Background: an optimization exercise with open tools, aiming at small area. Do not read the settings as production practice. Function was checked by simulation only, so behaviour that the tests miss may differ from the original. Power figures rest on the tool's default switching activity, not on a simulated workload.

Design greg_mp, start of the top module:
module greg_mp #(
  parameter int DATA_W  = 32,
  parameter int ADDR_W  = 5,
  parameter int ZERO_R0 = 1
) (
  input  logic              clk,
  input  logic              rst_n,
  input  logic              wr0_en,
  input  logic [ADDR_W-1:0] wr0_addr,
  input  logic [DATA_W-1:0] wr0_data,
  input  logic              wr1_en,
  input  logic [ADDR_W-1:0] wr1_addr,
  input  logic [DATA_W-1:0] wr1_data,
  input  logic [ADDR_W-1:0] rd0_addr,
  input  logic [ADDR_W-1:0] rd1_addr,
  output logic [DATA_W-1:0] rd0_data,
  output logic [DATA_W-1:0] rd1_data,
  input  logic              clr_req,
  output logic              clr_busy,
  output logic              wr_conflict
);
  localparam int DEPTH = 2**ADDR_W;
  logic              r_busy;
  logic [ADDR_W-1:0] r_ptr;
  logic              r_wr_conflict;
  logic              r_ph;
  logic [DATA_W-1:0] r_mem [1:DEPTH-1];
  logic              w_en0, w_en1;
  logic              w_wr0_ok, w_wr1_ok;
  logic              w_same;
  logic [DATA_W-1:0] w_e0;
  logic [DATA_W-1:0] w_e1;
  assign w_en0    = wr0_en && !r_busy;
  assign w_en1    = wr1_en && !r_busy;
  assign w_wr0_ok = w_en0 && (wr0_addr != '0);
  assign w_wr1_ok = w_en1 && (wr1_addr != '0);
  assign w_same   = (wr0_addr == wr1_addr);
  assign clr_busy    = r_busy;
  assign wr_conflict = r_wr_conflict;
  always_ff @(posedge clk) begin
    if (!rst_n) begin
      r_busy <= 1'b0;
      r_ptr  <= '0;
    end else if (r_busy) begin
      r_ptr <= r_ptr + ADDR_W'(1);
      if (r_ptr == ADDR_W'(DEPTH - 1)) r_busy <= 1'b0;
    end else if (clr_req) begin
      r_busy <= 1'b1;
    end
  end
  always_ff @(posedge clk) begin
    r_wr_conflict <= rst_n && w_wr0_ok && w_wr1_ok && w_same;
  end
  always_ff @(posedge clk) begin
    r_ph <= !rst_n || !r_ph;
  end
  for (genvar b = 0; b < DATA_W; b++) begin : g_bus
    greg_mp_drv u_e1 (.a_n(!(wr1_data[b] ^ r_ph)),                .y(w_e1[b]));
    greg_mp_drv u_e0 (.a_n(!((wr0_data[b] && !r_busy) ^ r_ph)), .y(w_e0[b]));
  end
  logic [ADDR_W-1:0] w_a0;
  logic              w_go0, w_go1;
  logic [7:0]        w_hi0, w_hi1;
  logic [3:0]        w_lo0, w_lo1;
  assign w_a0  = r_busy ? r_ptr : wr0_addr;
  assign w_go0 = rst_n && (r_busy || (w_en0 && !(w_en1 && w_same)));
  assign w_go1 = rst_n && w_en1;
  ...
clock: 7.0 ns
lec_check: 0
cap_margin: 10
cell_pad_in_sites_detail_placement: 1
cell_pad_in_sites_global_placement: 2
core_margin: 2
core_utilization: 30
gpl_timing_driven: 0
place_density: 0.38
setup_slack_margin: 0.3
slew_margin: 10
synth_hierarchical: 1
standard.sh (not shown) runs the stock make flow with config.mk's settings and CLKGATE_MAP_FILE= SYNTH_SCRIPT=/design/flow/synth_recipe.tcl, a recipe that flattens the netlist after the stock synthesis.
==> flow/flow/run.sh <==
#!/bin/bash
# Own flow: the standard layout (standard synthesis unchanged) with
# 1x port buffers, a clock tree of 16x clock buffers in clusters of at most
# 22 flip-flops without dummy loads, and pre-placement sizing
# (flow/presize.tcl). Each tool's output is in orfs/logs; make's own output
# is in standard.log.
set -euo pipefail
HERE=$(pwd)
export BUFFER_PORTS_ARGS="-buffer_cell sky130_fd_sc_hd__buf_1"
export CTS_ARGS="-sink_clustering_enable -repair_clock_nets -dont_use_dummy_load -buf_list sky130_fd_sc_hd__clkbuf_16 -root_buf sky130_fd_sc_hd__clkbuf_16 -sink_clustering_size 22 -sink_clustering_max_diameter 90"
export PRE_GLOBAL_PLACE_TCL="$HERE/flow/presize.tcl"
bash standard.sh > standard.log 2>&1
==> flow/flow/presize.tcl <==
# Pre-placement sizing, run before global placement:
#  * remove the buffers synthesis inserted (the placement repair re-buffers
#    what needs it, as the timing-driven flow does);
#  * set every combinational cell to its 1x size (repair upsizes where the
#    layout needs it);
#  * set every inverter that drives a wide net (the register file's row,
#    select and data-bus lines) to the 2x inverter, which has the same area
#    as the 1x one and drives these nets within the slew limits.
remove_buffers
set n_dn 0
set n_up 0
foreach inst [[ord::get_db_block] getInsts] {
  set m [[$inst getMaster] getName]
  if {[$inst isFixed]} continue
  if {![regexp {^sky130_fd_sc_hd__([a-z0-9]+)_([0-9]+)$} $m -> base sz]} continue
  if {[regexp {^(df|edf|sdf|dl|clk|conb|tap|fill|decap|diode|buf)} $base]} continue
  set fo 0
  foreach it [$inst getITerms] {
    if {[$it isOutputSignal] && [$it getNet] ne "NULL"} {
      set fo [llength [[$it getNet] getITerms]]
    }
  }
  if {$base eq "inv" && $fo > 12} {
    if {$m ne "sky130_fd_sc_hd__inv_2"} {
      replace_cell [$inst getName] sky130_fd_sc_hd__inv_2
      incr n_up
    }
    continue
  }
  if {$sz > 1 && [llength [get_lib_cells -quiet sky130_fd_sc_hd__${base}_1]] > 0} {
    replace_cell [$inst getName] sky130_fd_sc_hd__${base}_1
    incr n_dn
  }
}
puts "presize.tcl: $n_dn cells set to 1x, $n_up wide-net inverters set to 2x"
Rerun with:
- CELL_PAD_IN_SITES_GLOBAL_PLACEMENT: 2 -> 1
- CORE_UTILIZATION: 30 -> 35
- PLACE_DENSITY: 0.38 -> 0.45
After rerunning: The new run completed without violations; routed wire length goes down by 5.6%; non-clock buffer count goes down by 3; sequential share of layout area rose by 0.52 points.
Rerun with:
==> flow/flow/run.sh (replaced) <==
#!/bin/bash
# Own flow: the standard layout (standard synthesis unchanged) with
# 1x port buffers, a clock tree of 16x clock buffers in clusters of at most
# 25 flip-flops without dummy loads, and pre-placement sizing
# (flow/presize.tcl). Each tool's output is in orfs/logs; make's own output
# is in standard.log.
set -euo pipefail
HERE=$(pwd)
export BUFFER_PORTS_ARGS="-buffer_cell sky130_fd_sc_hd__buf_1"
export CTS_ARGS="-sink_clustering_enable -repair_clock_nets -dont_use_dummy_load -buf_list sky130_fd_sc_hd__clkbuf_16 -root_buf sky130_fd_sc_hd__clkbuf_16 -sink_clustering_size 25 -sink_clustering_max_diameter 100"
export PRE_GLOBAL_PLACE_TCL="$HERE/flow/presize.tcl"
bash standard.sh > standard.log 2>&1
- CELL_PAD_IN_SITES_GLOBAL_PLACEMENT: 1 -> 2
- CORE_UTILIZATION: 35 -> 30
- PLACE_DENSITY: 0.45 -> 0.38
- SETUP_SLACK_MARGIN: 0.3 -> 0.2
=>
- The new run went through all stages and came out clean
- area after synthesis stays the same
- total power went down by about 0.38%
- routed wire length went up by 5.7%
- via count went down by 0.55%
- non-clock buffer count went up by 6
Rerun with:
- CELL_PAD_IN_SITES_GLOBAL_PLACEMENT: 2 -> 1
- CORE_UTILIZATION: 30 -> 35
- PLACE_DENSITY: 0.38 -> 0.45
The new run completed without violations.
Setup slack improves by 0.0077 ns.
Via count rose by 0.61%.
Global-route usage increases by 3.7 points.
Sequential share of layout area rose by 0.57 points.
Routed wire length fell by 5.4%.
First-iteration DRC count goes up by 3.4%.
Maximum frequency barely changes.
Synthesized cell count does not change.
Core utilization goes up by 5.3 points.

==> port drivers added, routing unchanged <==
How much do the figures lean on ideal ports? The routed layouts below were timed once more, with nothing changed but the port constraints.
Step 1 (the two cells are an assumption about what drives the block):
set clk [get_ports {clk}]
set_driving_cell -lib_cell sky130_fd_sc_hd__clkbuf_16 $clk
set_driving_cell -lib_cell sky130_fd_sc_hd__buf_2 [delete_from_list [all_inputs] $clk]
Step 2 adds t to the input delays and takes it off the output delays; t is the mean of the earliest and latest rising clock arrival at the registers after step 1. Input paths then give back, and output paths get back, about the clock's delay inside the block.
Slacks: ideal / step 1 / step 2; pairs: ideal / step 1.
run | t, ns | setup slack, ns | worst setup path after step 2 | worst register clock-pin slew, ns
the first run | 0.783 | 0.221 / 0.184 / 0.184 | input to output | 0.10 / 0.10
the second run | 0.780 | 0.297 / 0.166 / 0.166 | input to output | 0.10 / 0.10
the third run | 0.767 | 0.165 / 0.121 / 0.121 | input to output | 0.11 / 0.11
the fourth run | 0.787 | 0.173 / 0.087 / 0.087 | input to output | 0.12 / 0.12
After both steps setup and hold are still met in every run listed. For the second run, which loses most, drivers alone change the setup slack by -0.131 ns; drivers and shift together by -0.131 ns.
